Context: an optimization exercise on an open-source flow, tuned for small area. The choices shown serve that exercise and are no tape-out recipe. RTL that was checked went through simulation tests only; none was proved equivalent to the original. Only the layout flow was run in runs 1 to 6; the RTL was not checked for function there. Power and IR drop assume default switching activity. The flow treats the clock pin as an ideal source, which a real chip does not have.

==> design/flow/design.v <==
`default_nettype none
package apb_pkg;
  localparam int WAIT_CNT_W = 4;
  typedef enum logic [1:0] {
    MST_IDLE   = 2'd0,
    MST_SETUP  = 2'd1,
    MST_ACCESS = 2'd2
  } apb_mst_state_t;
  typedef enum logic [0:0] {
    IDLE   = 1'b0,
    ACCESS = 1'b1
  } apb_slv_state_t;
endpackage
`default_nettype wire
`default_nettype none
module apb_mem_array #(
  parameter int DATA_WIDTH = 32,
  parameter int RINGS      = 12
) (
  input  logic                  clk,
  input  logic                  rst_n,
  input  logic                  we,
  input  logic [3:0]            wring,
  input  logic [1:0]            wslot,
  input  logic [DATA_WIDTH-1:0] wdata,    
  input  logic                  rvalid,
  input  logic [3:0]            rring,
  input  logic [1:0]            rslot,
  output logic [DATA_WIDTH-1:0] rdata
);
  localparam int W = DATA_WIDTH;
  logic [RINGS*W-1:0] p0, p1, p2, p3;
  logic [1:0]         u;           
  logic [1:0]         u_in;        
  logic [1:0]         clr_cnt;
  logic               clear;       
  logic [RINGS-1:0]   stale;       
  logic               pend;
  logic [3:0]         pend_ring;
  logic [1:0]         pend_slot;
  logic [W-1:0]       wbuf_n;      
  logic               now_ok;      
  logic               pend_go;     
  logic [RINGS-1:0]   ins;
  logic [W-1:0]       ins_data;
  assign u_in     = u - 2'd1;
  assign clear    = (clr_cnt != 2'd0);
  assign now_ok   = (wslot == u_in);
  assign pend_go  = pend && (pend_slot == u_in);
  assign ins_data = ~wbuf_n;
  always_comb begin
    for (int r = 0; r < RINGS; r++) begin
      ins[r] = clear ||
               (we   && now_ok && (wring == 4'(r))) ||
               (pend_go && (pend_ring == 4'(r)));
    end
  end
  always_ff @(posedge clk) begin
    for (int r = 0; r < RINGS; r++) begin
      p0[r*W +: W] <= ins[r] ? ins_data : p3[r*W +: W];
    end
    p1 <= p0;
    p2 <= p1;
    p3 <= p2;
  end
  always_ff @(posedge clk) begin
    if (!rst_n) begin
      u       <= 2'd3;
      clr_cnt <= 2'd3;
      pend    <= 1'b0;
      stale   <= '1;
    end else begin
      u <= u_in;
      if (clr_cnt != 2'd0) clr_cnt <= clr_cnt - 2'd1;
      for (int r = 0; r < RINGS; r++) begin
        if (ins[r] && u_in == 2'd3) stale[r] <= 1'b0;
      end
      if (we && !now_ok) begin
        pend      <= 1'b1;
        pend_ring <= wring;
        pend_slot <= wslot;
      end else if (pend_go) begin
        pend <= 1'b0;
      end
    end
  end
  always_ff @(posedge clk) begin
    if (!rst_n || clr_cnt[1]) wbuf_n <= '1;
    else if (!pend || pend_go) wbuf_n <= ~wdata;
  end
  logic [W-1:0] tap;
  logic [W-1:0] rcap;
  logic         rd_hit;
  logic         hit_q;
  logic         ok_q;
  always_comb begin
    tap = '0;
    for (int r = 0; r < RINGS; r++) begin
      if (rring == 4'(r) && !(rslot == 2'd3 && stale[r])) tap = tap | p0[r*W +: W];
    end
  end
  assign rd_hit = (rslot == u);
  always_ff @(posedge clk) begin
    if (rd_hit) rcap <= tap;
    hit_q <= (rslot == u_in);
    ok_q  <= rvalid;
  end
  assign rdata = ok_q ? (hit_q ? tap : rcap) : '0;
endmodule
`default_nettype wire
`default_nettype none
module apb_slave_mem #(
  parameter int ADDR_WIDTH  = 16,
  parameter int DATA_WIDTH  = 32,
  parameter int MEM_DEPTH   = 64,
  parameter int RO_BASE     = 48,
  parameter int WAIT_STATES = 2
) (
  input  logic                  pclk,
  input  logic                  preset_n,
  input  logic                  psel,
  input  logic                  penable,
  input  logic                  pwrite,
  input  logic [ADDR_WIDTH-1:0] paddr,
  input  logic [DATA_WIDTH-1:0] pwdata,
  output logic [DATA_WIDTH-1:0] prdata,
  output logic                  pready,
  output logic                  pslverr
);
  logic [1:0] cnt;
  logic       setup;
  logic       in_rw;      
  logic       in_mem;     
  logic       addr_err;
  assign setup    = psel && !penable;
  assign in_mem   = ({1'b0, paddr} < (ADDR_WIDTH+1)'(MEM_DEPTH));
  assign in_rw    = ({1'b0, paddr} < (ADDR_WIDTH+1)'(RO_BASE));
  assign addr_err = pwrite ? !in_rw : !in_mem;
  assign pready  = preset_n && psel && penable && (cnt == 2'(WAIT_STATES + 1));
  assign pslverr = addr_err;
  always_ff @(posedge pclk) begin
    if (!preset_n || !psel) begin
      cnt <= 2'd0;
    end else if (!penable) begin
      cnt <= 2'd1;
    end else if (cnt == 2'(WAIT_STATES + 1)) begin
      cnt <= 2'd0;
    end else if (cnt != 2'd0) begin
      cnt <= cnt + 2'd1;
    end
  end
  apb_mem_array #(
    .DATA_WIDTH (DATA_WIDTH),
    .RINGS      (RO_BASE / 4)
  ) u_mem (
    .clk    (pclk),
    .rst_n  (preset_n),
    .we     (pready && pwrite && in_rw),
    .wring  (paddr[5:2]),
    .wslot  (paddr[1:0]),
    .wdata  (pwdata),
    .rvalid (in_rw),
    .rring  (paddr[5:2]),
    .rslot  (paddr[1:0]),
    .rdata  (prdata)
  );
endmodule
`default_nettype wire
==> design/flow/flow/run.sh <==
#!/bin/bash
# Own layout flow: the standard ORFS flow (standard.sh), with
#  - synthesis: synth_recipe.tcl unchanged except that the final abc mapping
#    uses an area-oriented script (flow/area.abc) instead of abc_speed.script;
#    registers, flattening and renaming are as in the standard synthesis;
#  - CTS without dummy loads;
#  - CTS, port buffer and repair settings from the variables below.
# Each tool's full output stays in orfs/logs/; make's output goes to make.log.
set -euo pipefail
W=$(pwd)
mkdir -p "$W/areasynth"
# synth.tcl with its abc call replaced by flow/abc_call.tcl
awk -v f="$W/flow/abc_call.tcl" '
  /^  log_cmd abc \{\*\}\$abc_args$/ { while ((getline l < f) > 0) print l; next }
  { print }' "$FLOW_HOME/scripts/synth.tcl" > "$W/areasynth/synth_core.tcl"
grep -q AREA_ABC_SCRIPT "$W/areasynth/synth_core.tcl"
sed "s|^source \$::env(SCRIPTS_DIR)/synth.tcl\$|source $W/areasynth/synth_core.tcl|" \
  "$W/synth_recipe.tcl" > "$W/areasynth/synth.tcl"
grep -q "areasynth/synth_core.tcl" "$W/areasynth/synth.tcl"
export AREA_ABC_SCRIPT="$W/flow/area.abc"

CTS="-sink_clustering_enable -repair_clock_nets -dont_use_dummy_load"
[[ -n "${MY_CTS_EXTRA:-}" ]] && CTS="$CTS $MY_CTS_EXTRA"
source "$W/flow/knobs.sh"

bash "$W/standard.sh" \
  SYNTH_SCRIPT="$W/areasynth/synth.tcl" \
  CTS_ARGS="$CTS $CTS_EXTRA" \
  "${EXTRA_VARS[@]}" \
  finish > "$W/make.log" 2>&1
==> design/flow/flow/abc_call.tcl <==
  # Area-oriented mapping: the same abc arguments without the speed script
  # and delay target, and this folder's area.abc script instead.
  set area_abc_args {}
  set skip 0
  foreach a $abc_args {
    if { $skip } { set skip 0; continue }
    if { $a eq "-script" || $a eq "-D" } { set skip 1; continue }
    lappend area_abc_args $a
  }
  log_cmd abc -script $::env(AREA_ABC_SCRIPT) {*}$area_abc_args
==> design/flow/flow/area.abc <==
strash; dc2; dch; amap; topo
==> design/flow/flow/knobs.sh <==
CTS_EXTRA="-sink_clustering_size 30 -sink_clustering_max_diameter 100"
EXTRA_VARS=(BUFFER_PORTS_ARGS="-buffer_cell sky130_fd_sc_hd__buf_1")
==> design/flow/standard.sh <==
#!/bin/bash
# synth_recipe.tcl (not shown) runs the flow's synth.tcl, then flattens the netlist and writes it again
# the make line also repeats each setting of config.mk as NAME=value (left out here)
make -C /OpenROAD-flow-scripts/flow DESIGN_CONFIG=/design/flow/config.mk WORK_HOME=/design/flow/orfs CLKGATE_MAP_FILE= SYNTH_SCRIPT=/design/flow/synth_recipe.tcl "${@:-finish}"
==> design/flow/config.mk <==
export PLATFORM = sky130hd
export DESIGN_NAME = apb_slave_mem
export DESIGN_NICKNAME = apb_slave_mem
export VERILOG_FILES = /design/flow/design.v
export SDC_FILE = /design/flow/constraint.sdc
export NUM_CORES = 4
export LEC_CHECK = 0
export CAP_MARGIN = 0
export CORE_MARGIN = 2
export CORE_UTILIZATION = 40
export SLEW_MARGIN = 0
==> design/flow/constraint.sdc <==
create_clock -name core_clock -period 5.0 [get_ports {pclk}]
set_input_delay 1.0000 -clock core_clock [delete_from_list [all_inputs] [get_ports {pclk}]]
set_output_delay 1.0000 -clock core_clock [all_outputs]
set_load 0.01 [all_outputs]
==> key figures, run 1 <==
Status
  • Status: complete, no violations

Hold path
  • Min-delay worst type: flip-flop to flip-flop
  • Hold Path Sink: u_mem.p3[319]$_DFF_P_
  • Hold path start: u_mem.p2[319]$_DFF_P_
  • Hold depth: 0

Timing
  • # setup viols final: 0
  • Clock skew: 80.49 ps
  • RSZ-0062 raised after global routing: false
  • Setup TNS: 0 ps
  • Worst slew pin tran: approximately 1300 ps
  • Fmax achieved: 209.5 MHz
  • Fin crit share: 95.49%
  • Worst Hold Margin: around 260 ps
  • Final number of max-transition violations: 0
  • Slew HR: 10.86%
  • Final Critical Period: 4774 ps
  • Fin. Hold Viols: 0
  • Final WS setup: about 230 ps

Floorplan
  • Die width: 318.4 um
  • # rows: ~120
  • Core area: 0.09813 mm2
  • Die H: around 320 um
  • Starting Density: 40.30%
  • Die ar.: 0.1014 mm2
  • IO Count: between 80 and 90

Clock network
  • Post-CTS Setup Bufs: 0
  • CTS H-tree lvls: 2
  • Clock sinks: between 1500 and 2000
  • CTS clk-pin slew, worst paths: 100 ps
  • # hold bufs at CTS: 0
  • TritonCTS clock tree: yes
  • Clock Latency Late Sink: 660 ps
  • CTS max path bufs: 3
  • Clk root buf: clkbuf_16
  • Post-CTS sizing: 0
  • Num CTS Buffers: 60

Placed design
  • Worst slack at placement: between 200 and 250 ps
  • DPL Wire Length: 50.97 mm
  • RePlAce Congestion: 0.7697
  • Post-placement cell area: 0.04270 mm2
  • Placed Cells: approximately 4300
  • # port buffers: 86

Drt
  • DR DRC count: 0
  • Final WL: approximately 86 mm
  • DR iter-0 viols: around 1800
  • Vias/cell: 4.819
  • ANT nets after route: 0
  • DRT Pass-1 Iters: 8
  • WL per Instance: 19.76 um
  • Vias: 21030

Setup path
  • Crit path kind: input port to primary output
  • Worst-path fanout max: 20
  • Crit start category: input port
  • Crit. End Element: primary output
  • FF-to-FF Start: u_mem.u[0]$_SDFF_PN1_
  • Worst Path Required: ~4000 ps
  • Critical R2R Capture: u_mem.p0[20]$_DFF_P_
  • Flop2flop setup slack: 1890 ps
  • Reg2Reg Depth: 8
  • Worst Path Arrival: between 3000 and 4000 ps

Yosys
  • EDFF count, synth: 38
  • Largest family of logic cells by synthesized area: compound AO/OA/AOI/OAI gates
  • Compound-cell area share of the yosys netlist: between 10% and 20%
  • XOR/XNOR Fraction of Synth Area: 0%
  • Avg Cell Area, Syn: 13.86 um2
  • Count of cell types in the netlist: 32
  • Post-Synth Adder-Cell Area: 0.1266%
  • Cell taking the most area after synthesis: dfxtp_1
  • Mapped cell area: 0.03955 mm2
  • Cells after synthesis: around 2900
  • Ys async rst share: 0%
  • Mux share of post-synthesis cell area: 0%
  • Ys Warns: 2
  • Number of synthesized register bits: ~1600
  • Sequential share of the synthesized area: 83.32%
  • Top cell type's share of synthesized area: approximately 80%
  • Post-Syn Nets: 2910
  • Ys flop type: dfxtp_1
  • Synth area leaders: dfxtp_1 80%, a21oi_1 5.3%, nor2_1 3.7%, edfxtp_1 2.9%, a222oi_1 1.6%
  • Simple-gate share of the synthesized area: ~5.3%

Cells and area
  • Layout cells sized above 1: 5.491%
  • Post-synthesis to final-layout area growth: 11.78%
  • Post-route cell area: between 0.04 and 0.05 mm2
  • Antenna diode count: 0
  • Final net count: approximately 3100
  • Finished Core Util: 45.05%
  • Post-route insts no fill: about 4400

Power
  • PwrDens: 519.5 mW/mm2
  • Leakage power: 17.96 nW
  • Total Power: 22.97 mW
  • Peak supply drop: 0.3209 mV

Global routing
  • First-pass GRT wire length: about 130 mm
  • Vias in the first global route: 20170
  • Overflow after GRT: 0
  • Initial antenna violation count: 1
  • Largest net degree at the start of global routing: 66
  • GR Util All Layers: 16.80%

Run
  • Max-cap violations: 0
-- cell usage in the layout (no fill, tap or decap), types with 5 or more instances in the layout --
master     instances
or3_1              9
a221o_1           15
o221ai_4           8
clkinv_1          30
buf_1             86
a221oi_1          18
edfxtp_1          38
buf_12            19
a222oi_1          62
clkbuf_16         60
a22o_1            28
o221a_1           33
a31oi_4            6
o21ai_0           35
nand3_1            9
a21o_1             5
nand4b_1          15
buf_4             60
nor2_1           393
nand2_1           61
a22oi_1           28
nand4_1           11
dfxtp_1         1587
a21oi_1          421
-- cells in the mapped netlist, types with 3 or more instances --
cell,n
a21o_1,5
a22o_1,28
nand2_1,62
nor2_1,393
o221ai_1,12
a31oi_1,6
or2_0,3
o311ai_0,4
o221a_1,33
edfxtp_1,38
or3_1,9
a221oi_1,19
nand4_1,11
ha_1,4
a311oi_1,4
nand4b_1,15
o21ai_0,35
a221o_1,15
a21oi_1,421
a222oi_1,62
a22oi_1,28
clkinv_1,34
dfxtp_1,1589
nand3_1,9
-- area by class of cell --
class,count,area (um2)
repair buffers,165,1154
fillers,8790,53930
clock buffers,60,1501
well taps,1287,1610
inverters,34,127.6
multi-input cells,1192,6859
flip-flops and latches,1627,32950
-- power breakdown --
part / switching [mW] / leakage (nW) / internal (mW)
registers: 0.796 / 13.4 / 15.3
logic: 0.763 / 3.83 / 0.418
clock network: 3.58 / 0.739 / 2.16
-- worst max-delay path: stages --
cell      delay (ps)
buf_1             90
clkinv_1          70
nand2_1          130
nor2_1           130
clkinv_1         120
a31oi_4         1040
buf_4            320
a22o_1           130
a221o_1           90
nand4b_1         130
o221a_1          300
buf_1            190
-- state kept, by name (all words and copies together) (netlist names) --
signal / count
u_mem.pend: 1
u_mem.pend_ring: 4
u_mem.p2: 384
cnt: 2
u_mem.p0: 384
u_mem.hit_q: 1
u_mem.wbuf_n: 32
u_mem.ok_q: 1
u_mem.stale: 12
u_mem.pend_slot: 2
u_mem.p1: 384
u_mem.clr_cnt: 2
u_mem.u: 2
u_mem.rcap: 32
u_mem.p3: 384
-- cells by family (layout without fill, tap and decap cells) --
group | count (synthesis) | count (layout)
AND/OR/NAND/NOR | 511 | 511
buffers and inverters | 34 | 259
flip-flops | 1627 | 1627
adder cells (fa/ha/maj) | 4 | 4
AO/OA/AOI/OAI | 677 | 677
-- routing by layer --
layer / global-route usage (%) / share of wire (%) / vias to the layer above
met3: 1.895 / 4.3 / 83
met1: 26.20 / 52 / 10220
met5: 0 / 0 / -
li1: - / - / 10310
met4: 3.233 / 1.6 / 0
met2: 25.11 / 42 / 422
-- how the worst max path moves through the flow --
stage,startpoint,end,cells after the start
floorplan,paddr[13],u_mem.p0[0]$_DFF_P_,7
global placement,paddr[5],prdata[11],12
detailed placement,paddr[5],prdata[18],13
CTS,paddr[5],prdata[18],13
global route,paddr[5],prdata[18],13
finish,paddr[5],prdata[11],12
==> run 2, diff against run 1 <==
--- a/design/flow/design.v
+++ b/design/flow/design.v
@@ -34,7 +34,6 @@
   logic [1:0]         u_in;        
   logic [1:0]         clr_cnt;
   logic               clear;       
-  logic [RINGS-1:0]   stale;       
   logic               pend;
   logic [3:0]         pend_ring;
   logic [1:0]         pend_slot;
@@ -44,10 +43,10 @@
   logic [RINGS-1:0]   ins;
   logic [W-1:0]       ins_data;
   assign u_in     = u - 2'd1;
-  assign clear    = (clr_cnt != 2'd0);
+  assign clear    = !rst_n || (clr_cnt != 2'd0);
   assign now_ok   = (wslot == u_in);
   assign pend_go  = pend && (pend_slot == u_in);
-  assign ins_data = ~wbuf_n;
+  assign ins_data = clear ? '0 : ~wbuf_n;
   always_comb begin
     for (int r = 0; r < RINGS; r++) begin
       ins[r] = clear ||
@@ -65,16 +64,12 @@
   end
   always_ff @(posedge clk) begin
     if (!rst_n) begin
-      u       <= 2'd3;
+      u       <= 2'd0;
       clr_cnt <= 2'd3;
       pend    <= 1'b0;
-      stale   <= '1;
     end else begin
       u <= u_in;
       if (clr_cnt != 2'd0) clr_cnt <= clr_cnt - 2'd1;
-      for (int r = 0; r < RINGS; r++) begin
-        if (ins[r] && u_in == 2'd3) stale[r] <= 1'b0;
-      end
       if (we && !now_ok) begin
         pend      <= 1'b1;
         pend_ring <= wring;
@@ -85,8 +80,7 @@
     end
   end
   always_ff @(posedge clk) begin
-    if (!rst_n || clr_cnt[1]) wbuf_n <= '1;
-    else if (!pend || pend_go) wbuf_n <= ~wdata;
+    if (!pend || pend_go) wbuf_n <= ~wdata;
   end
   logic [W-1:0] tap;
   logic [W-1:0] rcap;
@@ -96,7 +90,7 @@
   always_comb begin
     tap = '0;
     for (int r = 0; r < RINGS; r++) begin
-      if (rring == 4'(r) && !(rslot == 2'd3 && stale[r])) tap = tap | p0[r*W +: W];
+      if (rring == 4'(r)) tap = tap | p0[r*W +: W];
     end
   end
   assign rd_hit = (rslot == u);
==> key figures, run 2 <==
Drt
  • Vias/cell: 5.225 (+8.4%)
  • DRT Pass-1 Iters: 6 (-2)
  • WL per Instance: 25.17 um (+27%)
  • DR DRC count: 0 (unchanged)
  • Vias: 20500 (-2.5%)
  • Final WL: 98.76 mm (+15%)
  • ANT nets after route: 0 (unchanged)
  • DR iter-0 viols: 1910 (+4.1%)

Yosys
  • Ys flop type: dfxtp_1
  • Cells after synthesis: 2428 (-15%)
  • Avg Cell Area, Syn: 16.21 um2 (+17%)
  • XOR/XNOR Fraction of Synth Area: 0% (unchanged)
  • Mapped cell area: 0.03935 mm2 (-0.51%)
  • Cell with the most instances after synthesis: dfxtp_1
  • EDFF count, synth: 70 (+84%)
  • Largest family of logic cells by synthesized area: compound AO/OA/AOI/OAI gates
  • Post-Synth Adder-Cell Area: 0.09540% (-0.031 points)
  • Ys async rst share: 0% (unchanged)
  • Number of synthesized register bits: 1615 (-0.74%)
  • Count of cell types in the netlist: 30 (-6.3%)
  • Compound-cell area share of the yosys netlist: 13.46% (+2.5 points)
  • Top cell type's share of synthesized area: 78.61% (-1.8 points)
  • Mux share of post-synthesis cell area: 0% (unchanged)
  • Sequential share of the synthesized area: 83.95% (+0.63 points)
  • Ys Warns: 2 (unchanged)
  • Synth area leaders: dfxtp_1 79%, o22a_1 8.5%, edfxtp_1 5.3%, a222oi_1 1.6%, o221a_1 0.92%
  • Post-Syn Nets: 2484 (-15%)
  • Most frequent cells after synthesis: 1545 x dfxtp_1, 384 x o22a_1, 76 x clkinv_1
  • Cell taking the most area after synthesis: dfxtp_1
  • Simple-gate share of the synthesized area: 1.771% (-3.5 points)

Global routing
  • Largest net degree at the start of global routing: 34 (-48%)
  • Overflow after GRT: 0 (unchanged)
  • First-pass GRT wire length: 144.2 mm (+11%)
  • Vias in the first global route: 21360 (+5.9%)
  • Initial antenna violation count: 0 (-1)
  • GR Util All Layers: 19.12% (+2.3 points)

Clock network
  • Post-CTS Setup Bufs: 0 (unchanged)
  • Clock Latency Late Sink: 650 ps (about the same)
  • Clock sinks: 1615 (-0.74%)
  • TritonCTS clock tree: yes
  • Clk root buf: clkbuf_16
  • CTS max path bufs: 3 (unchanged)
  • Post-CTS sizing: 0 (unchanged)
  • Num CTS Buffers: 60 (unchanged)
  • CTS H-tree lvls: 2 (unchanged)
  • CTS clk-pin slew, worst paths: 110 ps (about the same)
  • # hold bufs at CTS: 0 (unchanged)

Setup path
  • CP Buf/Inv Count: 4 (-1)
  • Worst Path Required: 4000 ps (about the same)
  • Top delay family on crit path: simple AND/OR/NAND/NOR gates
  • Worst-path fanout max: 9 (-55%)
  • Crit start category: input port
  • Worst Path Arrival: 3830 ps (+60 ps)
  • Slowest cell on crit path: nor4_4
  • Crit. End Element: primary output
  • Slowest stage delay, CP: 1100 ps (+60 ps)
  • Most used cell, CP: buf_1
  • Crit path kind: input port to primary output
  • CP cell instances: buf_1 -> clkinv_1 -> nor4_4 -> buf_4 -> a22o_1 -> a221oi_1 -> nand4_1 -> o221a_1 -> buf_1

Timing
  • Fmax achieved: 207.2 MHz (-1.1%)
  • Fin. Hold Viols: 0 (unchanged)
  • Final WS setup: 173.8 ps (-51.93 ps)
  • Worst slew pin tran: 1341 ps (+3.893 ps)
  • RSZ-0062 raised after global routing: false
  • Final Critical Period: 4826 ps (+51.93 ps)
  • Clock skew: 49.18 ps (-31.31 ps)
  • Slew HR: 10.47% (-0.39 points)
  • # setup viols final: 0 (unchanged)
  • Fin crit share: 96.52% (+1.0 points)
  • Final number of max-transition violations: 0 (unchanged)

Floorplan
  • Core area: 0.09799 mm2 (-0.15%)
  • Die ar.: 0.1009 mm2 (-0.50%)
  • Die H: 317.6 um (-0.25%)
  • Starting Density: 40.16% (-0.15 points)
  • # rows: 115 (unchanged)
  • IO Count: 87 (unchanged)
  • Die width: 317.6 um (-0.25%)

Cells and area
  • Finished Core Util: 44.70% (-0.35 points)
  • Layout cells sized above 1: 6.219% (+0.73 points)
  • Post-route insts no fill: 3924 (-10%)
  • Final net count: 2695 (-14%)
  • Most common cell after layout, fill and taps aside: dfxtp_1
  • Antenna diode count: 0 (unchanged)
  • Post-route cell area: 0.04380 mm2 (-0.91%)
  • Filler cell count: 8390 (-4.6%)
  • Commonest non-fill, non-tap cells in the layout: 1543 x dfxtp_1, 384 x o22a_1, 86 x buf_1
  • Post-synthesis to final-layout area growth: 11.32%

Placed design
  • Placed Cells: 3864 (-10%)
  • RePlAce Congestion: 0.7617 (-1.0%)
  • Worst slack at placement: 225.9 ps (-23.51 ps)
  • Post-placement cell area: 0.04230 mm2 (-0.94%)
  • # port buffers: 86 (unchanged)
  • DPL Wire Length: 51.74 mm (+1.5%)

Power
  • Leakage power: 16.54 nW (-7.9%)
  • Peak supply drop: 0.2697 mV (-16%)
  • PwrDens: 482.2 mW/mm2 (-7.2%)

Run
  • Max-cap violations: 0 (unchanged)

Hold path
  • Min-delay worst type: flip-flop to flip-flop

Status
  • Status: complete, no violations
## run 2: cell types whose count changed in the layout (fill, tap and decap cells not counted), moves of 34 or more
cell and delta:
a21oi_1 -417, clkinv_1 +34, dfxtp_1 -44, nor2_1 -353, o21ai_0 -34, o22a_1 +384
## run 2: metal layers
layer  GRT usage (%)  part of all wire [%]  vias to the layer above
met5               0                     0                        -
met4           4.677                   2.3                        0
met3           2.503                   5.2                      140
met2           30.21                    45                      612
met1           27.86                    48                    10490
li1                -                     -                     9259
## run 2: cell families (layout without fill, tap and decap cells)
logic type / Yosys count / after routing
AOI/OAI and AO/OA: 593 / 593
and+or+nand+nor: 141 / 141
adders and majority gates: 3 / 3
DFF: 1615 / 1615
buffers and inverters: 76 / 285
## run 2: area by class of cell
| cell class | instances | area, um2 | area share, % |
|---|---|---|---|
| tap | 1287 | 1610 | 3.676 |
| multi-input combinational | 737 | 6439 | 14.70 |
| inverter | 76 | 285.3 | 0.6513 |
| timing repair buffer | 149 | 933.4 | 2.131 |
| clock buffer | 60 | 1501 | 3.428 |
| sequential | 1615 | 33030 | 75.41 |
## run 2: per-stage QoR
step                      power, mW  TNS (ps)  hold slack, ps
after CTS                     21.21         0           289.6
after detailed placement      15.62         0           312.1
after global routing          21.78         0           293.5
after floorplan               15.07   -105080           309.6
final                         21.12         0           284.1
after global placement        15.56         0           309.5
## run 2: worst reg2reg max path: cells and delay by family (launching register included)
kind | cells | cell delay [ps]
and+or+nand+nor | 3 | 650
DFF | 1 | 450
AOI/OAI and AO/OA | 4 | 1460
buffers and inverters | 2 | 770
## run 2: power breakdown
| group | leakage [nW] | internal (mW) | total [mW] | switching, mW |
|---|---|---|---|---|
| clock network | 0.739 | 2.16 | 5.77 | 3.61 |
| registers | 13.3 | 14.1 | 14.5 | 0.394 |
| logic | 2.55 | 0.313 | 0.853 | 0.541 |
## run 2: path summary, 6_finish.rpt
| kind | from | endpoint | slack [ps] | cells after the start |
|---|---|---|---|---|
| setup / recovery | paddr[2] | prdata[28] | 170 | 9 |
| hold / removal | u_mem.p1[113]$_DFF_P_ | u_mem.p2[113]$_DFF_P_ | 280 | 0 |
| setup reg to reg | u_mem.u[0]$_SDFF_PN0_ | u_mem.p0[151]$_DFF_P_ | 1570 | 9 |
| hold reg to reg | u_mem.p1[113]$_DFF_P_ | u_mem.p2[113]$_DFF_P_ | 280 | 0 |
==> run 3, diff against run 2 <==
--- a/design/flow/config.mk
+++ b/design/flow/config.mk
@@ -7,5 +7,6 @@
 export LEC_CHECK = 0
 export CAP_MARGIN = 0
 export CORE_MARGIN = 2
-export CORE_UTILIZATION = 40
+export CORE_UTILIZATION = 70
+export PLACE_DENSITY = 0.85
 export SLEW_MARGIN = 0
==> key figures, run 3 <==
Status
  • Status: complete, no violations

Setup path
  • Crit start category: input port
  • Slowest stage delay, CP: 510 ps (-590 ps)
  • CP cell instances: buf_1 -> clkinv_1 -> nor4_4 -> buf_12 -> a22o_1 -> a221o_1 -> a211oi_1 -> nand3_1 -> o221a_1 -> buf_1
  • Top delay family on crit path: buffers and inverters
  • Crit. End Element: primary output
  • Worst Path Arrival: 3590 ps (-240 ps)
  • CP Buf/Inv Count: 4 (unchanged)
  • Crit path kind: input port to primary output
  • Worst Path Required: 4000 ps (about the same)
  • Most used cell, CP: buf_1
  • Worst-path fanout max: 33 (+24)
  • Slowest cell on crit path: clkinv_1

Yosys
  • Sequential share of the synthesized area: 83.95% (unchanged)
  • Ys flop type: dfxtp_1
  • Cells after synthesis: 2428 (unchanged)
  • Most frequent cells after synthesis: 1545 x dfxtp_1, 384 x o22a_1, 76 x clkinv_1
  • Ys Warns: 2 (unchanged)
  • Top cell type's share of synthesized area: 78.61% (unchanged)
  • Synth area leaders: dfxtp_1 79%, o22a_1 8.5%, edfxtp_1 5.3%, a222oi_1 1.6%, o221a_1 0.92%
  • Cell with the most instances after synthesis: dfxtp_1
  • Count of cell types in the netlist: 30 (unchanged)
  • Mapped cell area: 0.03935 mm2 (unchanged)
  • Post-Syn Nets: 2484 (unchanged)
  • Cell taking the most area after synthesis: dfxtp_1
  • Avg Cell Area, Syn: 16.21 um2 (unchanged)
  • Ys async rst share: 0% (unchanged)
  • Number of synthesized register bits: 1615 (unchanged)
  • EDFF count, synth: 70 (unchanged)

Global routing
  • GR Util All Layers: 34.60% (+15 points)
  • Vias in the first global route: 22690 (+6.2%)
  • Gr busiest metal: met2
  • Initial antenna violation count: 0 (unchanged)
  • Met2 Usage GRT: 55.18% (+25 points)
  • Largest net degree at the start of global routing: 34 (unchanged)
  • Met3 Resource Use GR: 7.515% (+5.0 points)
  • Overflow after GRT: 0 (unchanged)
  • GR Util met1: 46.67% (+19 points)
  • First-pass GRT wire length: 146.8 mm (+1.9%)

Timing
  • Final Critical Period: 4588 ps (-238.3 ps)
  • Final WS setup: 412.1 ps (+238.3 ps)
  • Fmax achieved: 218.0 MHz (+5.2%)
  • Worst slew pin tran: 1226 ps (-115.4 ps)
  • Fin crit share: 91.76% (-4.8 points)
  • Slew HR: 17.99% (+7.5 points)
  • Final number of max-transition violations: 0 (unchanged)
  • Fin. Hold Viols: 0 (unchanged)
  • # setup viols final: 0 (unchanged)
  • RSZ-0062 raised after global routing: false
  • Clock skew: 63.49 ps (+14.31 ps)

Power
  • Peak supply drop: 0.3431 mV (+27%)
  • PwrDens: 490.2 mW/mm2 (+1.7%)
  • Total Power: 21.16 mW (+0.19%)
  • Leakage power: 16.55 nW (about the same)

Clock network
  • Clock sinks: 1615 (unchanged)
  • CTS max path bufs: 3 (unchanged)
  • Clock Latency Late Sink: 690 ps (+40 ps)
  • Num CTS Buffers: 59 (-1.7%)
  • Post-CTS sizing: 0 (unchanged)
  • CTS H-tree lvls: 2 (unchanged)
  • # hold bufs at CTS: 0 (unchanged)
  • Clk root buf: clkbuf_16
  • TritonCTS clock tree: yes
  • Post-CTS Setup Bufs: 0 (unchanged)
  • CTS clk-pin slew, worst paths: 110 ps (about the same)

Hold path
  • Min-delay worst type: flip-flop to flip-flop

Floorplan
  • Die width: 241.1 um (-24%)
  • Starting Density: 71.14% (+31 points)
  • Die H: 241.1 um (-24%)
  • IO Count: 87 (unchanged)
  • Core area: 0.05531 mm2 (-44%)
  • # rows: 86 (-25%)
  • Die ar.: 0.05812 mm2 (-42%)

Drt
  • ANT nets after route: 0 (unchanged)
  • DRT Pass-1 Iters: 9 (+3)
  • Vias/cell: 6.457 (+24%)
  • DR iter-0 viols: 2743 (+44%)
  • Vias: 21960 (+7.1%)
  • WL per Instance: 29.32 um (+17%)
  • DR DRC count: 0 (unchanged)
  • Final WL: 99.73 mm (+0.98%)

Cells and area
  • Post-route cell area: 0.04317 mm2 (-1.4%)
  • Final net count: 2711 (+0.59%)
  • Post-synthesis to final-layout area growth: 9.711%
  • Most common cell after layout, fill and taps aside: dfxtp_1
  • Antenna diode count: 0 (unchanged)
  • Layout cells sized above 1: 6.332% (+0.11 points)
  • Commonest non-fill, non-tap cells in the layout: 1543 x dfxtp_1, 384 x o22a_1, 86 x buf_1

Placed design
  • RePlAce Congestion: 0.8134 (+6.8%)
  • Post-placement cell area: 0.04169 mm2 (-1.4%)
  • Worst slack at placement: 468.8 ps (+242.8 ps)
  • # port buffers: 86 (unchanged)
  • DPL Wire Length: 55.04 mm (+6.4%)

Run
  • Max-cap violations: 0 (unchanged)
[run 3: changes by cell type in the layout (fill, tap and decap cells not counted), sizes merged]
cell    delta
buf       +17
clkbuf     -1
clkinv    +12
inv       -12
[run 3: area by class of cell]
class | count | area [um2]
flip-flops and latches | 1615 | 33030
fillers | 2805 | 12140
multi-input cells | 737 | 6439
clock buffers | 59 | 1476
repair buffers | 166 | 998.5
well taps | 748 | 935.9
inverters | 76 | 285.3
[run 3: where the power goes]
part | internal (mW) | total [mW] | switching, mW
clock | 2.13 | 5.72 | 3.60
sequential | 14.1 | 14.6 | 0.460
combinational | 0.323 | 0.870 | 0.547
total | 16.6 | 21.2 | 4.60
[run 3: metal layers]
layer,part of all wire (%),wire (um)
met1,39,39260
met2,46,46370
met3,10,9998
met4,4.1,4110
met5,0,0
[run 3: path summary, 6_finish.rpt]
kind                         start                    end  slack [ps]  cells past startpoint
max                       paddr[4]             prdata[17]         410                     10
min          u_mem.p2[323]$_DFF_P_  u_mem.p3[323]$_DFF_P_         300                      0
max reg2reg  u_mem.u[0]$_SDFF_PN0_  u_mem.p0[281]$_DFF_P_        1440                     10
min reg2reg  u_mem.p2[323]$_DFF_P_  u_mem.p3[323]$_DFF_P_         300                      0
[run 3: cell families after synthesis]
family / share of synthesized area [%]
flip-flops: 83.95
AO/OA/AOI/OAI: 13.46
AND/OR/NAND/NOR: 1.771
buffers and inverters: 0.7250
adder cells (fa/ha/maj): 0.09541
[run 3: per-stage QoR]
stage	instances	util, %	hold slack, ps	setup TNS (ps)
2_1_floorplan	2428	-	309.6	-105080
3_3_place_gp	3342	75.38	309.5	0
3_5_place_dp	3342	75.38	312.1	0
6_report	3401	78.05	297.2	0
4_1_cts	3401	78.05	289.0	0
5_1_grt	3401	78.05	300.5	0
[run 3: worst reg2reg max path, delay by kind of cell (launching register included)]
family                 cells  cell delay, ps
AOI/OAI and AO/OA          4            1520
buffers and inverters      3             840
DFF                        1             440
and+or+nand+nor            3             640
==> run 4, diff against run 3 <==
==> design/flow/flow/knobs.sh (replaced) <==
CTS_EXTRA="-sink_clustering_size 18 -sink_clustering_max_diameter 60 -buf_list sky130_fd_sc_hd__clkbuf_8 -root_buf sky130_fd_sc_hd__clkbuf_16"
EXTRA_VARS=(BUFFER_PORTS_ARGS="-buffer_cell sky130_fd_sc_hd__buf_1")
--- a/design/flow/config.mk
+++ b/design/flow/config.mk
@@ -7,6 +7,5 @@
 export LEC_CHECK = 0
 export CAP_MARGIN = 0
 export CORE_MARGIN = 2
-export CORE_UTILIZATION = 70
-export PLACE_DENSITY = 0.85
+export CORE_UTILIZATION = 40
 export SLEW_MARGIN = 0
==> key figures, run 4 <==
Timing
  • Final Critical Period: 4809 ps (+220.9 ps)
  • RSZ-0062 raised after global routing: false
  • Fin crit share: 96.18% (+4.4 points)
  • # setup viols final: 0 (unchanged)
  • Slew HR: 11.05% (-6.9 points)
  • Final number of max-transition violations: 0 (unchanged)
  • Worst slew pin tran: 1332 ps (+106.8 ps)
  • Fin. Hold Viols: 0 (unchanged)
  • Clock skew: 45.69 ps (-17.80 ps)
  • Setup TNS: 0 ps (unchanged)
  • Fmax achieved: 208.0 MHz (-4.6%)

Global routing
  • Largest net degree at the start of global routing: 34 (unchanged)
  • Overflow after GRT: 0 (unchanged)
  • First-pass GRT wire length: 146.2 mm (-0.46%)
  • Vias in the first global route: 21690 (-4.4%)
  • Initial antenna violation count: 0 (unchanged)
  • GR Util All Layers: 19.38% (-15 points)

Setup path
  • CP cell instances: buf_1 -> clkinv_1 -> nor4_4 -> buf_4 -> a22o_1 -> a221oi_1 -> nand4_1 -> o221a_1 -> buf_1
  • Most used cell, CP: buf_1
  • Reg2Reg Depth: 9 (-1)
  • Crit. End Element: primary output
  • CP Depth: 9 (-1)
  • Slowest stage delay, CP: 1100 ps (+590 ps)
  • FF-to-FF Start: u_mem.u[0]$_SDFF_PN0_
  • Flop2flop setup slack: 1610 ps (+170 ps)
  • CP Buf/Inv Count: 4 (unchanged)
  • Worst-path fanout max: 9 (-73%)
  • Crit start category: input port
  • Crit path kind: input port to primary output
  • Slowest cell on crit path: nor4_4
  • Worst Path Arrival: 3810 ps (+220 ps)
  • Top delay family on crit path: simple AND/OR/NAND/NOR gates
  • Critical R2R Capture: u_mem.p0[140]$_DFF_P_
  • Worst Path Required: 4000 ps (about the same)

Yosys
  • Cell with the most instances after synthesis: dfxtp_1
  • Top cell type's share of synthesized area: 78.61% (unchanged)
  • Ys flop type: dfxtp_1
  • Avg Cell Area, Syn: 16.21 um2 (unchanged)
  • Most frequent cells after synthesis: 1545 x dfxtp_1, 384 x o22a_1, 76 x clkinv_1
  • Synth area leaders: dfxtp_1 79%, o22a_1 8.5%, edfxtp_1 5.3%, a222oi_1 1.6%, o221a_1 0.92%
  • Mapped cell area: 0.03935 mm2 (unchanged)
  • Cell taking the most area after synthesis: dfxtp_1
  • Ys Warns: 2 (unchanged)
  • Count of cell types in the netlist: 30 (unchanged)
  • EDFF count, synth: 70 (unchanged)
  • Cells after synthesis: 2428 (unchanged)
  • Sequential share of the synthesized area: 83.95% (unchanged)
  • Ys async rst share: 0% (unchanged)
  • Number of synthesized register bits: 1615 (unchanged)
  • Post-Syn Nets: 2484 (unchanged)

Clock network
  • Clock Latency Late Sink: 640 ps (-50 ps)
  • Clock sinks: 1615 (unchanged)
  • Clk root buf: clkbuf_16
  • TritonCTS clock tree: yes
  • CTS max path bufs: 3 (unchanged)
  • Post-CTS sizing: 0 (unchanged)
  • Num CTS Buffers: 102 (+73%)
  • CTS H-tree lvls: 3 (+1)
  • CTS clk-pin slew, worst paths: 100 ps (about the same)
  • Post-CTS Setup Bufs: 0 (unchanged)
  • # hold bufs at CTS: 0 (unchanged)

Cells and area
  • Post-route insts no fill: 3967 (+17%)
  • Commonest non-fill, non-tap cells in the layout: 1543 x dfxtp_1, 384 x o22a_1, 93 x clkbuf_8
  • Layout cells sized above 1: 7.689% (+1.4 points)
  • Final net count: 2737 (+0.96%)
  • Filler cell count: 8415 (+200%)
  • Most common cell after layout, fill and taps aside: dfxtp_1
  • FF/Latch Area: 0.03303 mm2 (unchanged)
  • Multi-input logic area: 0.006439 mm2 (unchanged)
  • Post-route cell area: 0.04381 mm2 (+1.5%)
  • Post-synthesis to final-layout area growth: 11.34%

Drt
  • DRT Pass-1 Iters: 6 (-3)
  • Final WL: 99.29 mm (-0.45%)
  • DR iter-0 viols: 1552 (-43%)
  • WL per Instance: 25.03 um (-15%)
  • DR DRC count: 0 (unchanged)
  • Vias/cell: 5.225 (-19%)
  • ANT nets after route: 0 (unchanged)
  • Vias: 20730 (-5.6%)

Floorplan
  • Die H: 317.6 um (+32%)
  • # rows: 115 (+34%)
  • IO Count: 87 (unchanged)
  • Die width: 317.6 um (+32%)
  • Core area: 0.09799 mm2 (+77%)
  • Die ar.: 0.1009 mm2 (+74%)
  • Starting Density: 40.16% (-31 points)

Power
  • Pint: 16.43 mW (-0.77%)
  • Clk pwr share: 26.9% (about the same)
  • PwrDens: 479.5 mW/mm2 (-2.2%)
  • Total Power: 21.01 mW (-0.72%)
  • Total net switching power: 4.577 mW (-0.57%)
  • Peak supply drop: 0.2399 mV (-30%)
  • Leakage power: 16.58 nW (+0.20%)
  • Sw Share: 21.79% (+0.033 points)
  • Gate power share: 4.1% (about the same)
  • Sequential share of power: 69.0% (+0.2 points)

Hold path
  • Hold Path Sink: u_mem.p3[325]$_DFF_P_
  • Hold path start: u_mem.p2[325]$_DFF_P_
  • Min-delay worst type: flip-flop to flip-flop
  • Hold depth: 0 (unchanged)

Placed design
  • RePlAce Congestion: 0.7617 (-6.4%)
  • Post-placement cell area: 0.04230 mm2 (+1.5%)
  • Placed Cells: 3864 (+16%)
  • DPL Wire Length: 51.74 mm (-6.0%)
  • # port buffers: 86 (unchanged)

Status
  • Status: complete, no violations

Run
  • Max-cap violations: 0 (unchanged)
## run 4: cells by family after synthesis
logic type	after synthesis	share of synthesized area, %
fa+ha+maj	3	0.09541
simple gates	141	1.771
flops	1615	83.95
buf+inv	76	0.7250
compound gates	593	13.46
## run 4: cell type report
type	instances	share of cell area (%)
flip-flops and latches	1615	75.40
multi-input cells	737	14.70
well taps	1287	3.676
clock buffers	102	3.436
repair buffers	149	2.131
inverters	76	0.6512
diodes	1	0.005712
## run 4: per-layer routing
layer / up-vias / global-route usage (%) / wire, um
met3: 128 / 2.624 / 5480
met4: 0 / 4.540 / 1722
met1: 10610 / 28.03 / 47030
li1: 9339 / - / -
met2: 649 / 30.90 / 45060
met5: - / 0 / 0
## run 4: how the worst max path moves through the flow
stage,endpoint,startpoint
after global placement,prdata[28],paddr[2]
after floorplan,u_mem.p0[129]$_DFF_P_,paddr[13]
after CTS,prdata[28],paddr[2]
final,prdata[28],paddr[2]
after detailed placement,prdata[28],paddr[2]
after global routing,prdata[28],paddr[2]
## run 4: power by group through the flow
stage	clock, mW	combinational [mW]	sequential (mW)
2_1_floorplan	0	0.453	14.6
3_3_place_gp	0	0.832	14.7
3_5_place_dp	0	0.851	14.8
4_1_cts	5.80	0.858	14.5
5_1_grt	6.26	0.897	14.6
6_report	5.66	0.851	14.5
## run 4: stage by stage
stage	hold WS, ps	worst slack (ps)	util (%)
finish	283.8	191.2	44.71
global route	287.1	146.6	44.71
CTS	286.8	226.7	44.71
detailed placement	312.1	225.9	43.17
global placement	309.5	264.4	43.17
floorplan	309.6	-492.7	-
## run 4: worst reg2reg max path: stages, from the launching register on
cell      delay, ps
dfxtp_1         430
nor2_1           80
a21oi_1         290
nor2_1           70
a211oi_1        540
nand4_1         500
o221ai_4        310
clkinv_1        340
buf_4           430
o22a_1          330
==> run 5, diff against run 4 <==
--- a/design/flow/design.v
+++ b/design/flow/design.v
@@ -37,7 +37,7 @@
   logic               pend;
   logic [3:0]         pend_ring;
   logic [1:0]         pend_slot;
-  logic [W-1:0]       wbuf_n;      
+  logic [W-1:0]       wbuf;
   logic               now_ok;      
   logic               pend_go;     
   logic [RINGS-1:0]   ins;
@@ -46,7 +46,7 @@
   assign clear    = !rst_n || (clr_cnt != 2'd0);
   assign now_ok   = (wslot == u_in);
   assign pend_go  = pend && (pend_slot == u_in);
-  assign ins_data = clear ? '0 : ~wbuf_n;
+  assign ins_data = clear ? '0 : wbuf;
   always_comb begin
     for (int r = 0; r < RINGS; r++) begin
       ins[r] = clear ||
@@ -80,13 +80,11 @@
     end
   end
   always_ff @(posedge clk) begin
-    if (!pend || pend_go) wbuf_n <= ~wdata;
+    if (!pend || pend_go) wbuf <= wdata;
   end
   logic [W-1:0] tap;
   logic [W-1:0] rcap;
   logic         rd_hit;
-  logic         hit_q;
-  logic         ok_q;
   always_comb begin
     tap = '0;
     for (int r = 0; r < RINGS; r++) begin
@@ -96,10 +94,8 @@
   assign rd_hit = (rslot == u);
   always_ff @(posedge clk) begin
     if (rd_hit) rcap <= tap;
-    hit_q <= (rslot == u_in);
-    ok_q  <= rvalid;
   end
-  assign rdata = ok_q ? (hit_q ? tap : rcap) : '0;
+  assign rdata = rvalid ? (rd_hit ? tap : rcap) : '0;
 endmodule
 `default_nettype wire
 `default_nettype none
==> design/flow/flow/knobs.sh (replaced) <==
CTS_EXTRA="-sink_clustering_size 30 -sink_clustering_max_diameter 100"
EXTRA_VARS=(BUFFER_PORTS_ARGS="-buffer_cell sky130_fd_sc_hd__buf_1")
==> key figures, run 5 <==
Setup path
  • Slowest stage delay, CP: 510 ps (-590 ps)
  • Crit start category: input port
  • FF-to-FF Start: u_mem.u[0]$_SDFF_PN0_
  • Critical R2R Capture: u_mem.p0[94]$_DFF_P_
  • Crit. End Element: primary output
  • Flop2flop setup slack: 1470 ps (-140 ps)
  • Most used cell, CP: buf_1
  • Worst Path Required: 4000 ps (about the same)
  • Reg2Reg Depth: 9 (unchanged)
  • Crit path kind: input port to primary output
  • CP cell instances: buf_1 -> clkinv_1 -> nand2_1 -> nor2_4 -> buf_4 -> a222oi_1 -> nand3_1 -> o32ai_1 -> nor2_1 -> buf_1
  • Slowest cell on crit path: o32ai_1
  • Worst-path fanout max: 14 (+5)
  • Top delay family on crit path: buffers and inverters
  • Worst Path Arrival: 3750 ps (-60 ps)
  • CP Buf/Inv Count: 4 (unchanged)

Drt
  • DR iter-0 viols: 1837 (+18%)
  • Vias: 20520 (-0.99%)
  • DRT Pass-1 Iters: 6 (unchanged)
  • ANT nets after route: 0 (unchanged)
  • Vias/cell: 5.173 (-0.99%)
  • Final WL: 98.16 mm (-1.1%)
  • WL per Instance: 24.74 um (-1.1%)
  • DR DRC count: 0 (unchanged)

Timing
  • Final Critical Period: 4746 ps (-62.36 ps)
  • Fin. Hold Viols: 0 (unchanged)
  • Final number of max-transition violations: 0 (unchanged)
  • Fmax achieved: 210.7 MHz (+1.3%)
  • RSZ-0062 raised after global routing: false
  • Clock skew: 38.64 ps (-7.048 ps)
  • Fin crit share: 94.93% (-1.2 points)
  • # setup viols final: 0 (unchanged)
  • Worst slew pin tran: 1295 ps (-37.44 ps)
  • Slew HR: 13.55% (+2.5 points)

Placed design
  • # port buffers: 86 (unchanged)
  • Post-placement cell area: 0.04200 mm2 (-0.72%)
  • Placed Cells: 3907 (+1.1%)
  • RePlAce Congestion: 0.7947 (+4.3%)
  • DPL Wire Length: 54.73 mm (+5.8%)

Floorplan
  • Starting Density: 40.38% (+0.23 points)
  • Die width: 316.5 um (-0.37%)
  • Core area: 0.09671 mm2 (-1.3%)
  • # rows: 114 (-0.87%)
  • IO Count: 87 (unchanged)
  • Die H: 316.5 um (-0.37%)
  • Die ar.: 0.1002 mm2 (-0.74%)

Yosys
  • Cell taking the most area after synthesis: dfxtp_1
  • Sequential share of the synthesized area: 83.66% (-0.29 points)
  • Synth area leaders: dfxtp_1 81%, o22a_1 8.6%, edfxtp_1 2.9%, a222oi_1 1.5%, a22oi_1 0.88%
  • Number of synthesized register bits: 1613 (-0.12%)
  • Top cell type's share of synthesized area: 80.74% (+2.1 points)
  • EDFF count, synth: 38 (-46%)
  • Post-Syn Nets: 2521 (+1.5%)
  • Cells after synthesis: 2465 (+1.5%)
  • Ys async rst share: 0% (unchanged)
  • Ys Warns: 2 (unchanged)
  • Avg Cell Area, Syn: 15.84 um2 (-2.2%)
  • Most frequent cells after synthesis: 1575 x dfxtp_1, 384 x o22a_1, 80 x clkinv_1
  • Ys flop type: dfxtp_1
  • Cell with the most instances after synthesis: dfxtp_1
  • Mapped cell area: 0.03905 mm2 (-0.75%)
  • Count of cell types in the netlist: 32 (+6.7%)

Hold path
  • Hold Path Sink: u_mem.p2[120]$_DFF_P_
  • Hold depth: 0 (unchanged)
  • Min-delay worst type: flip-flop to flip-flop
  • Hold path start: u_mem.p1[120]$_DFF_P_

Global routing
  • First-pass GRT wire length: 143.8 mm (-1.6%)
  • Met2 Usage GRT: 32.60% (+1.7 points)
  • Met3 Resource Use GR: 2.119% (-0.50 points)
  • Overflow after GRT: 0 (unchanged)
  • Largest net degree at the start of global routing: 34 (unchanged)
  • Gr busiest metal: met2
  • Vias in the first global route: 21380 (-1.4%)
  • GR Util All Layers: 19.41% (+0.030 points)
  • Initial antenna violation count: 1 (+1)
  • GR Util met1: 26.47% (-1.6 points)

Cells and area
  • Multi-input logic area: 0.006444 mm2 (about the same)
  • Final net count: 2748 (+0.40%)
  • FF/Latch Area: 0.03267 mm2 (-1.1%)
  • Commonest non-fill, non-tap cells in the layout: 1575 x dfxtp_1, 384 x o22a_1, 86 x buf_1
  • Filler cell count: 8415 (unchanged)
  • Finished Core Util: 44.96% (+0.25 points)
  • Post-synthesis to final-layout area growth: 11.33% (about the same)
  • Most common cell after layout, fill and taps aside: dfxtp_1
  • Post-route cell area: 0.04348 mm2 (-0.76%)
  • Layout cells sized above 1: 6.691% (-1.0 points)
  • Post-route insts no fill: 3967 (unchanged)

Clock network
  • Post-CTS Setup Bufs: 0 (unchanged)
  • CTS clk-pin slew, worst paths: 110 ps (about the same)
  • CTS max path bufs: 3 (unchanged)
  • CTS H-tree lvls: 2 (-1)
  • Clock Latency Late Sink: 670 ps (+30 ps)
  • Clock sinks: 1613 (-0.12%)
  • Num CTS Buffers: 59 (-42%)
  • # hold bufs at CTS: 0 (unchanged)
  • Post-CTS sizing: 0 (unchanged)
  • Clk root buf: clkbuf_16
  • TritonCTS clock tree: yes

Power
  • Total net switching power: 4.517 mW (-1.3%)
  • Pint: 16.58 mW (+0.90%)
  • Clk pwr share: 26.8% (about the same)
  • Peak supply drop: 0.2731 mV (+14%)
  • Sw Share: 21.41% (-0.38 points)
  • Gate power share: 4.4% (+0.3 points)
  • Sequential share of power: 68.7% (-0.3 points)
  • PwrDens: 485.2 mW/mm2 (+1.2%)
  • Leakage power: 16.42 nW (-1.0%)
  • Total Power: 21.09 mW (+0.41%)

Status
  • Status: complete, no violations

Run
  • Max-cap violations: 0 (unchanged)
run 5: worst reg2reg max path: stages (launching register included):
cell	delay [ps]
dfxtp_1	430
clkinv_1	160
o21ai_0	390
nor2_1	80
a211oi_1	550
nand4_1	470
o221ai_4	290
inv_2	380
buf_4	420
o22a_1	250
run 5: area by class of cell:
| type | count | area share [%] |
|---|---|---|
| Antenna cell | 1 | 0.005756 |
| Clock buffer | 59 | 3.396 |
| Inverter | 80 | 0.6907 |
| Multi-Input combinational cell | 772 | 14.82 |
| Sequential cell | 1613 | 75.15 |
| Tap cell | 1276 | 3.672 |
| Timing Repair Buffer | 166 | 2.268 |
run 5: per-layer routing:
layer | vias to the layer above | share of wire [%]
met5 | - | 0
met4 | 0 | 2.8
met3 | 157 | 5.1
met2 | 631 | 47
met1 | 10410 | 45
li1 | 9324 | -
run 5: cells by family after synthesis:
family                   count (synthesis)  share of synthesized area (%)
AO/OA/AOI/OAI                          602                          13.27
adder cells (fa/ha/maj)                  3                        0.09612
AND/OR/NAND/NOR                        167                          2.211
flip-flops                            1613                          83.66
buffers and inverters                   80                         0.7689
run 5: power by group through the flow:
stage	clock network (mW)	registers (mW)	logic, mW
final	5.66	14.5	0.934
after global routing	6.22	14.6	0.991
after CTS	5.77	14.5	0.936
after detailed placement	0	14.8	0.929
after global placement	0	14.7	0.912
after floorplan	0	14.6	0.530
run 5: worst max path at each step:
stage	startpoint	endpoint	slack [ps]	depth (start not counted)
CTS	paddr[2]	prdata[27]	300	10
floorplan	paddr[13]	u_mem.p0[192]$_DFF_P_	-630	8
detailed placement	paddr[2]	prdata[27]	310	10
global route	paddr[2]	prdata[27]	100	10
global placement	paddr[2]	prdata[27]	350	10
finish	paddr[2]	prdata[27]	250	10
run 5: through the flow:
stage          setup WS [ps]  setup TNS [ps]  hold slack, ps
2_1_floorplan         -627.3         -229180           309.6
3_3_place_gp           352.6               0           309.5
3_5_place_dp           313.0               0           312.1
4_1_cts                295.0               0           302.7
5_1_grt                102.1               0           313.0
6_report               253.5               0           305.0
==> run 6, diff against run 5 <==
==> design/flow/flow/area.abc (replaced) <==
strash; dc2; dch; amap; topo; buffer -c; topo
==> key figures, run 6 <==
Timing
  • Slew HR: 14.09% (+0.55 points)
  • Fin. Hold Viols: 0 (unchanged)
  • Final WS setup: 145.8 ps (-107.7 ps)
  • Final Critical Period: 4854 ps (+107.7 ps)
  • RSZ-0062 raised after global routing: false
  • Setup TNS: 0 ps (unchanged)
  • Clock skew: 56.96 ps (+18.32 ps)
  • Fin crit share: 97.08% (+2.2 points)
  • Worst slew pin tran: 1287 ps (-8.192 ps)
  • # setup viols final: 0 (unchanged)
  • Final number of max-transition violations: 0 (unchanged)
  • Fmax achieved: 206.0 MHz (-2.2%)

Floorplan
  • Die width: 327.2 um (+3.4%)
  • Core area: 0.1035 mm2 (+7.0%)
  • # rows: 118 (+3.5%)
  • Die ar.: 0.1070 mm2 (+6.9%)
  • Die H: 327.2 um (+3.4%)
  • IO Count: 87 (unchanged)
  • Starting Density: 40.36% (about the same)

Drt
  • Final WL: 101.9 mm (+3.8%)
  • DRT Pass-1 Iters: 5 (-1)
  • Vias: 20670 (+0.72%)
  • WL per Instance: 25.13 um (+1.6%)
  • DR DRC count: 0 (unchanged)
  • ANT nets after route: 0 (unchanged)
  • Vias/cell: 5.098 (-1.4%)
  • DR iter-0 viols: 1910 (+4.0%)

Yosys
  • Ys Warns: 2 (unchanged)
  • Cells after synthesis: 2618 (+6.2%)
  • Count of cell types in the netlist: 36 (+13%)
  • Ys async rst share: 0% (unchanged)
  • Avg Cell Area, Syn: 15.96 um2 (+0.72%)
  • Number of synthesized register bits: 1613 (unchanged)
  • Post-Syn Nets: 2674 (+6.1%)
  • EDFF count, synth: 38 (unchanged)
  • Most frequent cells after synthesis: 1575 x dfxtp_1, 384 x o22a_2, 150 x clkbuf_8
  • Sequential share of the synthesized area: 78.21% (-5.4 points)
  • Synth area leaders: dfxtp_1 75%, o22a_2 9.2%, clkbuf_8 4.9%, edfxtp_1 2.7%, a222oi_1 1.4%
  • Ys flop type: dfxtp_1
  • Top cell type's share of synthesized area: 75.48% (-5.3 points)
  • Cell with the most instances after synthesis: dfxtp_1
  • Mapped cell area: 0.04178 mm2 (+7.0%)
  • Cell taking the most area after synthesis: dfxtp_1

Setup path
  • Worst Path Required: 4000 ps (about the same)
  • Slowest cell on crit path: a2111oi_0
  • Critical R2R Capture: u_mem.p0[81]$_DFF_P_
  • Crit. End Element: primary output
  • Crit path kind: input port to primary output
  • Reg2Reg Depth: 8 (-1)
  • Worst Path Arrival: 3850 ps (+100 ps)
  • FF-to-FF Start: u_mem.u[0]$_SDFF_PN0_
  • Flop2flop setup slack: 1310 ps (-160 ps)
  • Slowest stage delay, CP: 500 ps (about the same)
  • Crit start category: input port
  • Worst-path fanout max: 8 (-6)
  • CP cell instances: buf_1 -> inv_1 -> nand2_1 -> nor3_4 -> inv_1 -> and2b_2 -> a2111oi_0 -> a41oi_1 -> and2b_2 -> buf_1

Power
  • Sequential share of power: 68.4% (-0.3 points)
  • Leakage power: 16.89 nW (+2.9%)
  • Total net switching power: 4.576 mW (+1.3%)
  • Sw Share: 21.59% (+0.17 points)
  • PwrDens: 480.4 mW/mm2 (-0.98%)
  • Peak supply drop: 0.3002 mV (+9.9%)
  • Clk pwr share: 26.9% (about the same)
  • Pint: 16.62 mW (+0.27%)
  • Gate power share: 4.7% (+0.3 points)

Clock network
  • Clock sinks: 1613 (unchanged)
  • CTS clk-pin slew, worst paths: 110 ps (about the same)
  • CTS max path bufs: 3 (unchanged)
  • TritonCTS clock tree: yes
  • CTS H-tree lvls: 2 (unchanged)
  • Clk root buf: clkbuf_16
  • Clock Latency Late Sink: 690 ps (+20 ps)
  • Num CTS Buffers: 59 (unchanged)

Global routing
  • GR Util All Layers: 18.71% (-0.70 points)
  • Overflow after GRT: 0 (unchanged)
  • Largest net degree at the start of global routing: 34 (unchanged)
  • First-pass GRT wire length: 148.2 mm (+3.1%)
  • Vias in the first global route: 21580 (+0.90%)
  • Initial antenna violation count: 3 (+2)

Hold path
  • Hold Path Sink: u_mem.p3[152]$_DFF_P_
  • Hold path start: u_mem.p2[152]$_DFF_P_
  • Min-delay worst type: flip-flop to flip-flop
  • Hold depth: 0 (unchanged)

Cells and area
  • Layout cells sized above 1: 23.10% (+16 points)
  • Most common cell after layout, fill and taps aside: dfxtp_1
  • Commonest non-fill, non-tap cells in the layout: 1575 x dfxtp_1, 384 x o22a_2, 86 x buf_1
  • Final net count: 2729 (-0.69%)
  • Post-synthesis to final-layout area growth: 5.619%

Placed design
  • # port buffers: 86 (unchanged)
  • Worst slack at placement: 62.22 ps (-250.8 ps)
  • DPL Wire Length: 55.40 mm (+1.2%)
  • RePlAce Congestion: 0.7673 (-3.4%)

Status
  • Status: complete, no violations

Run
  • Max-cap violations: 0 (unchanged)
[run 6: cell types whose count changed after synthesis, moves of 3 or more]
cell | previous run | this run
o22a_1 | 384 | 0
o22a_2 | 0 | 384
clkbuf_8 | 0 | 150
clkinv_1 | 80 | 1
inv_1 | 0 | 79
and2b_2 | 0 | 53
nor2b_1 | 53 | 0
a22o_1 | 13 | 0
a22o_2 | 0 | 13
a221o_1 | 5 | 0
a221o_2 | 0 | 5
clkbuf_1 | 0 | 3
[run 6: power groups by stage]
| stage | Combinational, mW | Clock [mW] | Sequential, mW |
|---|---|---|---|
| floorplan | 0.692 | 0 | 14.6 |
| global placement | 0.977 | 0 | 14.7 |
| detailed placement | 0.992 | 0 | 14.8 |
| CTS | 1.00 | 5.81 | 14.5 |
| global route | 1.05 | 6.26 | 14.6 |
| finish | 0.996 | 5.71 | 14.5 |
[run 6: cell type report]
type	count	area (um2)
inverter	80	300.3
fill	9122	59370
antenna	3	7.507
tap	1380	1727
sequential	1613	32670
multi-input combinational	772	7034
timing repair buffer	147	905.9
clock buffer	59	1476
[run 6: what timing repair did]
action,in CTS,in global routing
buffers inserted,0,0
hold buffers,0,0
gates resized for setup,0,1
endpoints found under the hold margin,0,0
setup endpoints to repair,0,1
[run 6: per-stage QoR]
stage	cell area [um2]	power (mW)	utilization [%]	hold slack (ps)	cells
2_1_floorplan	41780	15.29	-	309.6	2618
3_3_place_gp	42640	15.69	41.20	310.0	3992
3_5_place_dp	42640	15.76	41.20	312.1	3992
4_1_cts	44110	21.31	42.62	270.6	4051
5_1_grt	44120	21.92	42.63	282.4	4053
6_report	44120	21.20	42.63	281.5	4054
[run 6: worst max path at each step]
| stage | from | endpoint | slack [ps] |
|---|---|---|---|
| CTS | paddr[5] | prdata[7] | 60 |
| floorplan | paddr[3] | prdata[7] | 1440 |
| global placement | paddr[5] | prdata[7] | 90 |
| global route | paddr[5] | prdata[15] | 80 |
| finish | paddr[5] | prdata[16] | 150 |
| detailed placement | paddr[5] | prdata[7] | 60 |
[run 6: cells by family after synthesis]
logic type                 Yosys count  share of synthesized area (%)
adders and majority gates            3                        0.08986
buffers and inverters              233                          5.688
AOI/OAI and AO/OA                  602                          13.61
and+or+nand+nor                    167                          2.408
DFF                               1613                          78.21
[run 6: routing by layer]
metal	vias up	global-route usage [%]	share of wire (%)
met1	10670	26.17	46
met4	0	5.096	2.6
met3	133	2.737	5.3
met5	-	0	0
met2	571	30.33	46
li1	9294	-	-
[run 6: critical path, delay by kind of cell]
kind | cells | cell delay (ps)
simple gates | 4 | 970
compound gates | 2 | 920
buf+inv | 4 | 950
==> run 7, diff against run 6 <==
--- a/design/flow/design.v
+++ b/design/flow/design.v
@@ -84,6 +84,7 @@
   end
   logic [W-1:0] tap;
   logic [W-1:0] rcap;
+  logic [W-1:0] rout;
   logic         rd_hit;
   always_comb begin
     tap = '0;
@@ -92,10 +93,12 @@
     end
   end
   assign rd_hit = (rslot == u);
+  assign rout = ({W{rvalid &&  rd_hit}} & tap) |
+                ({W{rvalid && !rd_hit}} & rcap);
   always_ff @(posedge clk) begin
-    if (rd_hit) rcap <= tap;
+    rcap <= rout;
   end
-  assign rdata = rvalid ? (rd_hit ? tap : rcap) : '0;
+  assign rdata = rout;
 endmodule
 `default_nettype wire
 `default_nettype none
==> design/flow/flow/area.abc (replaced) <==
strash; dc2; dch; amap; topo
==> key figures, run 7 <==
Status
  • Status: complete, no violations

Power
  • Pint: 16.50 mW (-0.74%)
  • PwrDens: 481.7 mW/mm2 (+0.26%)
  • Total net switching power: 4.436 mW (-3.1%)
  • Leakage power: 16.35 nW (-3.2%)

Yosys
  • Ys Warns: 2 (unchanged)
  • Top cell type's share of synthesized area: 80.93% (+5.5 points)
  • Most frequent cells after synthesis: 1575 x dfxtp_1, 384 x o22a_1, 79 x clkinv_1
  • Cells after synthesis: 2454 (-6.3%)
  • Cell with the most instances after synthesis: dfxtp_1
  • Ys flop type: dfxtp_1
  • Synth area leaders: dfxtp_1 81%, o22a_1 8.6%, edfxtp_1 2.9%, a222oi_1 1.7%, clkinv_1 0.76%
  • Avg Cell Area, Syn: 15.88 um2 (-0.50%)
  • EDFF count, synth: 38 (unchanged)
  • Count of cell types in the netlist: 31 (-14%)
  • Ys async rst share: 0% (unchanged)

Hold path
  • Hold path start: u_mem.p1[90]$_DFF_P_
  • Min-delay worst type: flip-flop to flip-flop
  • Hold Path Sink: u_mem.p2[90]$_DFF_P_
  • Hold depth: 0 (unchanged)

Timing
  • Worst slew pin tran: 1372 ps (+84.94 ps)
  • Final number of max-transition violations: 0 (unchanged)
  • # setup viols final: 0 (unchanged)
  • Final Critical Period: 4655 ps (-198.9 ps)
  • Setup TNS: 0 ps (unchanged)
  • Fin. Hold Viols: 0 (unchanged)
  • Fmax achieved: 214.8 MHz (+4.3%)
  • Final WS setup: 344.7 ps (+198.9 ps)
  • Fin crit share: 93.11% (-4.0 points)
  • Slew HR: 8.422% (-5.7 points)

Cells and area
  • Filler cell count: 8353 (-8.4%)
  • Final net count: 2732 (+0.11%)
  • Antenna diode count: 0 (-3)

Setup path
  • Worst Path Required: 4000 ps (about the same)
  • Crit start category: input port
  • Reg2Reg Depth: 9 (+1)
  • CP Depth: 10 (unchanged)
  • Slowest stage delay, CP: 500 ps (about the same)
  • Worst Path Arrival: 3660 ps (-190 ps)
  • Crit. End Element: primary output
  • Flop2flop setup slack: 1510 ps (+200 ps)
  • Critical R2R Capture: u_mem.p0[287]$_DFF_P_
  • FF-to-FF Start: u_mem.u[1]$_SDFF_PN0_
  • Crit path kind: input port to primary output
  • Worst-path fanout max: 30 (+22)

Clock network
  • CTS clk-pin slew, worst paths: 100 ps (about the same)
  • Post-CTS sizing: 0 (unchanged)
  • Clock Latency Late Sink: 670 ps (-20 ps)
  • CTS H-tree lvls: 2 (unchanged)
  • Num CTS Buffers: 60 (+1.7%)
  • # hold bufs at CTS: 0 (unchanged)

Floorplan
  • Core area: 0.09657 mm2 (-6.7%)
  • Die width: 316.1 um (-3.4%)
  • IO Count: 87 (unchanged)
  • Starting Density: 40.35% (about the same)
  • Die ar.: 0.09992 mm2 (-6.7%)
  • # rows: 114 (-3.4%)

Drt
  • DRT Pass-1 Iters: 7 (+2)
  • WL per Instance: 25.02 um (-0.42%)
  • DR DRC count: 0 (unchanged)
  • Final WL: 98.85 mm (-3.0%)
  • Vias: 20570 (-0.47%)

Placed design
  • Post-placement cell area: 0.04196 mm2 (-1.6%)
  • DPL Wire Length: 51.88 mm (-6.4%)
  • # port buffers: 86 (unchanged)
  • RePlAce Congestion: 0.7608 (-0.85%)
  • Worst slack at placement: 400.9 ps (+338.7 ps)

Global routing
  • GR Util All Layers: 19.62% (+0.90 points)
  • Initial antenna violation count: 3 (unchanged)
  • Vias in the first global route: 21230 (-1.6%)
  • Largest net degree at the start of global routing: 34 (unchanged)
==> run 7: cell count changes after synthesis, moves of 31 or more <==
cell	change
and2b_2	-53
clkbuf_8	-150
clkinv_1	+78
inv_1	-79
nor2_1	-31
nor2b_1	+43
o22a_1	+384
o22a_2	-384
==> run 7: worst reg2reg max path: stages, from the launching register on <==
cell      delay (ps)
dfxtp_1          340
clkinv_1          90
a21oi_1          160
o21ai_0          250
o21ai_0          180
or2_1            810
buf_4            320
o221ai_4         130
inv_2            890
o22a_1           300
==> run 7: power by group through the flow <==
| stage | registers (mW) | clock network [mW] | logic (mW) |
|---|---|---|---|
| 6_report | 14.4 | 5.72 | 0.808 |
| 3_3_place_gp | 14.6 | 0 | 0.786 |
| 5_1_grt | 14.5 | 6.28 | 0.845 |
| 4_1_cts | 14.4 | 5.83 | 0.809 |
| 2_1_floorplan | 14.5 | 0 | 0.445 |
| 3_5_place_dp | 14.7 | 0 | 0.802 |
==> run 7: area by class of cell <==
| class | instances | area [um2] | share of cell area (%) |
|---|---|---|---|
| flip-flops and latches | 1613 | 32670 | 75.17 |
| repair buffers | 160 | 991.0 | 2.280 |
| multi-input cells | 762 | 6405 | 14.74 |
| inverters | 79 | 296.5 | 0.6823 |
| well taps | 1276 | 1597 | 3.673 |
| clock buffers | 60 | 1501 | 3.455 |
==> run 7: worst max path at each step <==
stage	start	slack (ps)	end
3_5_place_dp	paddr[5]	400	u_mem.p0[287]$_DFF_P_
5_1_grt	paddr[2]	260	prdata[25]
6_report	paddr[2]	340	prdata[25]
2_1_floorplan	paddr[3]	-370	u_mem.p0[224]$_DFF_P_
3_3_place_gp	paddr[2]	410	prdata[25]
4_1_cts	paddr[2]	450	prdata[25]
==> run 7: metrics by stage <==
step / util [%] / instances
6_report: 45.01 / 3950
3_5_place_dp: 43.45 / 3890
2_1_floorplan: - / 2454
4_1_cts: 45.01 / 3950
3_3_place_gp: 43.45 / 3890
5_1_grt: 45.01 / 3950
==> run 7: layer usage <==
| metal | vias up | part of all wire, % | track usage [%] |
|---|---|---|---|
| met2 | 663 | 45 | 31.25 |
| met5 | - | 0 | 0 |
| met4 | 0 | 2.5 | 5.213 |
| li1 | 9290 | - | - |
| met3 | 132 | 6.5 | 3.120 |
| met1 | 10490 | 46 | 27.84 |
==> run 7: cells by family after synthesis <==
kind of cell	synth area share (%)
fa+ha+maj	0.09635
simple gates	2.113
buf+inv	0.7611
flops	83.86
compound gates	13.17

==> re-timing with driven ports <==
How much do the figures lean on ideal ports? The routed layouts below were timed once more, with nothing changed but the port constraints. Step 1, drivers: a clkbuf_16 drives pclk and a buf_2 each remaining input, both assumed. Step 2 also shifts input and output timing later by t, the mid clock arrival at the registers, as if the neighbouring blocks saw the same clock. Three values: no drivers, after step 1, after step 2; two values: the first two.
run	t, ns	setup WS [ns]
run 1	0.699	0.226 / 0.205 / 0.205
run 2	0.707	0.174 / 0.149 / 0.149
run 3	0.722	0.412 / 0.381 / 0.381
run 4	0.677	0.191 / 0.166 / 0.166
run 5	0.712	0.254 / 0.187 / 0.187
run 6	0.715	0.146 / 0.044 / 0.044
run 7	0.709	0.345 / 0.307 / 0.307
After both steps every run listed still meets setup and hold.
